Background: an optimization exercise with open tools, aiming at a short achievable clock period and few clock cycles. Do not read the settings as production practice.
Only the layout flow was run in this run; the RTL was not checked for function there.
Power is estimated from default activity; no workload was simulated.

$ cat flow/run.sh
#!/bin/bash
# synth_recipe.tcl (not shown) runs the flow's synth.tcl, then flattens the netlist and writes it again
# the make line also repeats each setting of config.mk as NAME=value (left out here)
make -C /OpenROAD-flow-scripts/flow DESIGN_CONFIG=/design/flow/config.mk WORK_HOME=/design/flow/orfs CLKGATE_MAP_FILE= SYNTH_SCRIPT=/design/flow/synth_recipe.tcl finish
$ cat flow/config.mk
export PLATFORM = sky130hd
export DESIGN_NAME = cpu4_mc_datapath
export DESIGN_NICKNAME = cpu4_mc_datapath
export VERILOG_FILES = /design/flow/design.v
export SDC_FILE = /design/flow/constraint.sdc
export NUM_CORES = 4
export LEC_CHECK = 0
export CAP_MARGIN = 20
export CORE_MARGIN = 2
export CORE_UTILIZATION = 25
export PLACE_DENSITY = 0.3
export SLEW_MARGIN = 20
$ cat flow/constraint.sdc
create_clock -name core_clock -period 10.0 [get_ports {clk}]
set_input_delay 2.0000 -clock core_clock [delete_from_list [all_inputs] [get_ports {clk}]]
set_output_delay 2.0000 -clock core_clock [all_outputs]
set_load 0.01 [all_outputs]
$ cat flow/design.v
module cpu4_mc_datapath #(
    parameter logic [31:0] RESET_PC        = 32'h0000_0000,
    parameter bit          HALT_ON_ILLEGAL = 1'b1,
    parameter int          NREGS           = 32
) (
    input  logic        clk,
    input  logic        resetn,
    output logic        mem_req,
    output logic        mem_we,
    output logic [31:0] mem_addr,
    output logic [31:0] mem_wdata,
    input  logic [31:0] mem_rdata,
    input  logic        mem_ready,
    output logic [31:0] pc,
    output logic [3:0]  state,
    output logic        halted
);
    localparam logic [5:0] OP_R = 6'h00, OP_J = 6'h02, OP_BEQ = 6'h04,
                           OP_ADDI = 6'h08, OP_LW = 6'h23, OP_SW = 6'h2B;
    localparam logic [5:0] F_ADD = 6'h20, F_SUB = 6'h22, F_AND = 6'h24,
                           F_OR = 6'h25, F_SLT = 6'h2A;
    logic [31:0] rf [1:31];
    logic [31:0] pc_r;
    logic        req_r, halt_r;
    logic        x_mem, x_sw, x_ld, x_wen, x_beq, x_j;
    logic        x_sub, x_and, x_or, x_slt;
    logic [4:0]  x_dst;
    logic [31:0] a, b;
    logic [15:0] x_imm;
    logic [25:0] x_jt;
    logic [5:0]  d_op, d_fn;
    logic [4:0]  d_rs, d_rt, d_rd;
    logic        d_r, d_addi, d_lw, d_sw, d_beq, d_j, d_ill;
    logic [31:0] d_simm;
    assign d_op   = mem_rdata[31:26];
    assign d_fn   = mem_rdata[5:0];
    assign d_rs   = mem_rdata[25:21];
    assign d_rt   = mem_rdata[20:16];
    assign d_rd   = mem_rdata[15:11];
    assign d_simm = {{16{mem_rdata[15]}}, mem_rdata[15:0]};
    assign d_r    = (d_op == OP_R) && ((d_fn == F_ADD) || (d_fn == F_SUB) || (d_fn == F_AND) ||
                                       (d_fn == F_OR)  || (d_fn == F_SLT));
    assign d_addi = (d_op == OP_ADDI);
    assign d_lw   = (d_op == OP_LW);
    assign d_sw   = (d_op == OP_SW);
    assign d_beq  = (d_op == OP_BEQ);
    assign d_j    = (d_op == OP_J);
    assign d_ill  = !(d_r || d_addi || d_lw || d_sw || d_beq || d_j);
    logic [31:0] alu, maddr, btgt, jtgt, fa, x_simm;
    logic        slt, taken;
    assign x_simm = {{16{x_imm[15]}}, x_imm};
    assign slt    = (a[31] != b[31]) ? a[31] : (a - b) >> 31 != 0;
    always_comb begin
        if (x_sub)      alu = a - b;
        else if (x_and) alu = a & b;
        else if (x_or)  alu = a | b;
        else if (x_slt) alu = {31'b0, slt};
        else            alu = a + b;
    end
    assign maddr = a + x_simm;
    assign btgt  = pc_r + {x_simm[29:0], 2'b00};
    assign jtgt  = {pc_r[31:28], x_jt, 2'b00};
    assign taken = x_beq && (a == b);
    assign fa    = taken ? btgt : (x_j ? jtgt : pc_r);
    assign mem_req   = req_r;
    assign mem_we    = x_sw;
    assign mem_addr  = x_mem ? maddr : fa;
    assign mem_wdata = b;
    assign pc        = pc_r;
    assign halted    = halt_r;
    assign state     = {halt_r, halt_r, 2'b00};
    logic fetch_go, fetch_done, mem_done;
    assign fetch_go   = req_r && !x_mem;
    assign fetch_done = fetch_go && mem_ready;
    assign mem_done   = req_r && x_mem && mem_ready;
    logic [31:0] ra, rb;
    always_comb begin
        ra = '0;
        rb = '0;
        for (int i = 1; i < 32; i++) begin
            if (d_rs == 5'(i)) ra = rf[i];
            if (d_rt == 5'(i)) rb = rf[i];
        end
        if (x_wen && (d_rs == x_dst)) ra = alu;
        if (x_wen && (d_rt == x_dst)) rb = alu;
        if (d_addi) rb = d_simm;
    end
    always_ff @(posedge clk or negedge resetn) begin
        if (!resetn) begin
            for (int i = 1; i < 32; i++) rf[i] <= '0;
        end else begin
            for (int i = 1; i < 32; i++) begin
                if (x_wen && x_dst == 5'(i)) rf[i] <= alu;
                else if (mem_done && x_ld && x_dst == 5'(i)) rf[i] <= mem_rdata;
            end
        end
    end
    always_ff @(posedge clk or negedge resetn) begin
        if (!resetn) begin
            req_r  <= 1'b0;
            halt_r <= 1'b0;
            pc_r   <= RESET_PC;
            x_mem  <= 1'b0; x_sw <= 1'b0; x_ld <= 1'b0; x_wen <= 1'b0;
            x_beq  <= 1'b0; x_j  <= 1'b0;
            x_sub  <= 1'b0; x_and <= 1'b0; x_or <= 1'b0; x_slt <= 1'b0;
            x_dst  <= '0;
            x_imm  <= '0;
            x_jt   <= '0;
            a      <= '0;
            b      <= '0;
        end else begin
            req_r <= !halt_r && !(fetch_done && d_ill && HALT_ON_ILLEGAL);
            if (mem_done) begin
                x_mem <= 1'b0; x_sw <= 1'b0; x_ld <= 1'b0;
            end
            if (fetch_go) begin
                pc_r <= mem_ready ? fa + 32'd4 : fa;
                if (mem_ready) begin
                    halt_r <= d_ill && HALT_ON_ILLEGAL;
                    x_mem <= d_lw || d_sw;
                    x_sw  <= d_sw;
                    x_ld  <= d_lw && (d_rt != 5'd0);
                    x_wen <= (d_r && d_rd != 5'd0) || (d_addi && d_rt != 5'd0);
                    x_beq <= d_beq;
                    x_j   <= d_j;
                    x_sub <= d_r && d_fn == F_SUB;
                    x_and <= d_r && d_fn == F_AND;
                    x_or  <= d_r && d_fn == F_OR;
                    x_slt <= d_r && d_fn == F_SLT;
                    x_dst <= d_r ? d_rd : d_rt;
                    x_imm <= mem_rdata[15:0];
                    x_jt  <= mem_rdata[25:0];
                    a     <= ra;
                    b     <= rb;
                end else begin
                    x_wen <= 1'b0; x_beq <= 1'b0; x_j <= 1'b0;
                end
            end
        end
    end
endmodule
==> results.yml <==
floorplanning:
  rows: 197
  core-area_um2: 287900
  start_util_pct: 25.10
  die_w_um: 541.6
  ios: 138
  dieArea_um2: 293400
  die_y_um: 541.6
clock_tree:
  htree_levels: 4
  cts-resized-gates: 0
  insertion_delay_ns: 0.90
  clock_path_buffers: 4
  path_clk_slew_ns: 0.06
  cts_tree: "built"
  clockRootBuffer: "clkbuf_16"
  cts_buffers: 160
  post_cts_buffers: 0
  ctsHoldBuffers: 0
  cts.sinks: 1131
routing:
  drt_iter0_markers: 9240
  via_per_inst: 6.071
  routedWlPerCell_um: 41.41
  num_vias: 76580
  antenna_left: 0
  drt-total-wl_mm: 522.3
  drc: 0
  drt-pass1-iter-count: 10
timing:
  fin_setup_tns_ns: 0
  setup_viol: 0
  fmax_ghz: 0.1298
  max_slew_margin_pct: 13.60
  tightest_slew_ns: 1.263
  min_period_over_period_pct: 77.05
  skew_ns: 0.07749
  slew_violations: 0
  hold_ws_ns: 0.4855
  final.min_clock_period_ns: 7.705
  grt_setup_unrepaired: "no"
  hold_viol_final: 0
critical_path:
  path_buf_inv: 3
  slowest_stage: "dfrtp_1"
  rr_endpoint: "b[0]"
  cp.depth: 11
  reg2reg_from: "a[1]"
  r2r_cells: 25
  crit_fanout: 35
  arrival_ns: 5.71
  worstPathRequired_ns: 8.00
  crit_family: "buffers and inverters"
  r2r_slack_ns: 2.96
  max_stage_delay_ns: 0.78
  crit_chain: "inv_1 > ha_1 > nor2_1 > nand4b_1 > or3_1 > buf_4 > a2111oi_0 > a21oi_1 > o211ai_1 > mux2i_1 > clkdlybuf4s50_1"
  crit_type: "flop to output port"
  start_kind: "flop"
  end_kind: "output port"
power_and_ir_drop:
  swShare_pct: 51.71
  pwr-share-seq_pct: 25.2
  power.static_leakage_nw: 35.85
  p_int_mw: 11.26
  switchingPower_mw: 12.06
  ir_worst_vdd_uv: 406.7
  p_comb_share_pct: 49.5
  power_density_nw_per_um2: 278.3
  power_frac_clock_pct: 25.3
  p_total_mw: 23.32
synthesis:
  synth-seq-cells: 1131
  ys_seq_area_share_pct: 39.17
  async_flop_share_pct: 100.0
  synth_compound_area_share_pct: 33.38
  netlist_top_cells_area: "dfrtp_1, o21ai_0, nand2_1"
  muxShareOfSynthArea_pct: 3.517
  synth_fa_ha_area_share_pct: 2.840
  syn_inst: 8898
  syn_avg_cell_area_um2: 8.121
  synth.most_common_cell: "o21ai_0"
  yosys.area_share.simple_pct: 14.33
  yosysTopAreaCell: "dfrtp_1"
  yosys-top-cells-count: "o21ai_0, nand2_1, dfrtp_1"
  synth_cell_types: 102
  synth_top_family_by_area: "compound AO/OA/AOI/OAI gates"
  synth_edf_count: 0
  synth_area_um2: 72260
  synthXorXnorAreaFrac_pct: 1.515
  yosysWarnings: 2
  synthFlopType: "dfrtp_1"
  synth_top_area_share_pct: 39.17
run_status:
  run_status: "complete, no violations"
global_route:
  grt_max_degree: 123
  track_usage_pct: 34.57
  gr-total-overflow: 0
  use_met1_pct: 43.29
  grt_pass1_vias: 72210
  grt_pass1_wl_mm: 698.2
  grt.met3_usage_pct: 5.238
  gr-usage-met2_pct: 58.23
  antenna_found_initial: 29
  grt_busiest_layer: "met2"
cells_and_area:
  num-nets-final: 8900
  drive_gt1_share_pct: 10.26
  n_fill_cell: 30870
  syn_to_final_growth_pct: 15.97
placed_design:
  gp_congestion: 0.9463
  hpwl_mm: 377.9
  portBuffers: 135
run:
  maxCapViolations: 0
worst_hold_path:
  min_to: "rf[13][23]"
  hold_class: "flop to flop"
  hold_depth: 2
  min_from: "rf[13][23]"
## flip-flops by register name (all words and copies together), names as in the netlist, 5 cells and up
register	cells
x_jt	11
x_dst	5
rf	992
a	32
b	32
x_imm	15
pc_r	32
## metal layers
metal  vias to the layer above  share of wire (%)
li1                      32440                  -
met1                     39420                 41
met2                      3803                 48
met3                       901                6.2
met4                        18                5.4
met5                         -              0.031
## worst reg2reg max path: stages (launching register included)
cell and delay, ns:
dfrtp_1 0.71, inv_1 0.39, ha_1 0.47, o21bai_1 0.22, a221o_1 0.25, o311ai_1 0.16
o21ai_1 0.35, a31oi_1 0.22, buf_4 0.22, o211ai_1 0.35, nor3_1 0.12, o41ai_1 0.32
buf_4 0.20, a21oi_1 0.10, o21bai_1 0.17, a21oi_1 0.11, fa_1 0.38, nor3b_1 0.23
a21oi_1 0.07, o22ai_1 0.23, a221oi_4 0.09, buf_4 0.30, o21ai_0 0.37, a31oi_1 0.19
a2111oi_0 0.63, a21oi_1 0.08
## placed cells by master, fill, tap and decap left out, types with 43 or more instances in the layout
cell type	n
a211oi_1	276
a222oi_1	50
o21ai_0	1540
a31oi_1	80
xnor2_1	80
ha_1	156
nand2_1	1239
clkdlybuf4s50_1	125
o22ai_1	314
xor2_1	45
o221ai_1	60
o211ai_1	57
a221oi_1	130
inv_1	132
mux2i_1	135
mux2_2	46
nor3_1	108
nand3_1	112
o21ai_1	100
buf_4	353
a22o_1	43
clkbuf_16	163
nor2_1	501
nor2b_1	44
a22oi_1	204
a21o_1	259
nand2b_1	47
a21oi_1	473
dfrtp_1	1127
nand4_1	48
## worst max-delay path by stage
stage                       start            to
floorplan                    a[1]  mem_addr[31]
global placement    mem_rdata[22]         a[27]
detailed placement  mem_rdata[22]         a[20]
CTS                          a[1]  mem_addr[29]
global route                 a[1]  mem_addr[31]
finish                      b[21]  mem_addr[24]
## cell type report
class	instances	area, um2	share of cell area [%]
antenna	12	30.03	0.03583
clock buffer	239	4743	5.660
clock inverter	39	419.2	0.5002
inverter	136	511.7	0.6107
multi-input combinational	6782	40900	48.80
sequential	1131	28310	33.78
tap	3781	4731	5.645
timing repair buffer	493	4156	4.960
## per-stage QoR
step | cells | setup slack (ns) | utilization [%] | area (um2)
3_3_place_gp | 12320 | 2.313 | 27.26 | 78470
4_1_cts | 12600 | 2.274 | 29.07 | 83700
2_1_floorplan | 8899 | 4.853 | - | 72260
5_1_grt | 12600 | 2.108 | 29.10 | 83770
3_5_place_dp | 12320 | 2.643 | 27.28 | 78540
6_report | 12610 | 2.295 | 29.11 | 83800
## logic make-up after synthesis
family          count (synthesis)
compound gates               3884
xor+xnor                      125
fa+ha+maj                     161
buf+inv                       986
flops                        1131
mux                           213
other cells                     1
simple gates                 2397
## power by group through the flow
stage / Combinational (mW) / Clock, mW / Sequential [mW]
2_1_floorplan: 5.60 / 0 / 5.42
6_report: 11.5 / 5.90 / 5.87
3_3_place_gp: 11.4 / 0 / 5.96
5_1_grt: 12.0 / 6.18 / 5.88
3_5_place_dp: 11.3 / 0 / 5.96
4_1_cts: 11.4 / 6.03 / 5.87

[afterwards: timing with drivers on the ports]
The flow's constraints put no driver on any port. The routed layout listed below was extracted and timed again, unchanged, in two steps. Step 1: set_driving_cell puts a clkbuf_16 on clk and a buf_2 on each other input, an assumption about the parent block. Step 2 times the ports against the registers' clock, not the clock port: input delays grow and output delays shrink by t, the midpoint of the rising clock arrivals with the driver on. Three values: ideal ports, drivers, drivers and shift; two values: the first two.
shift t [ns]: 0.957
slack for setup (ns): 2.295 / 2.194 / 2.362
worst hold slack (ns): 0.486 / 0.486 / 0.486
clock arrival spread, ns: 0.078 / 0.078
worst slew at a driven data input, ns: 0.08
After both steps this run still meets setup and hold. For this run, drivers alone change the setup slack by -0.101 ns; drivers and shift together by +0.067 ns.
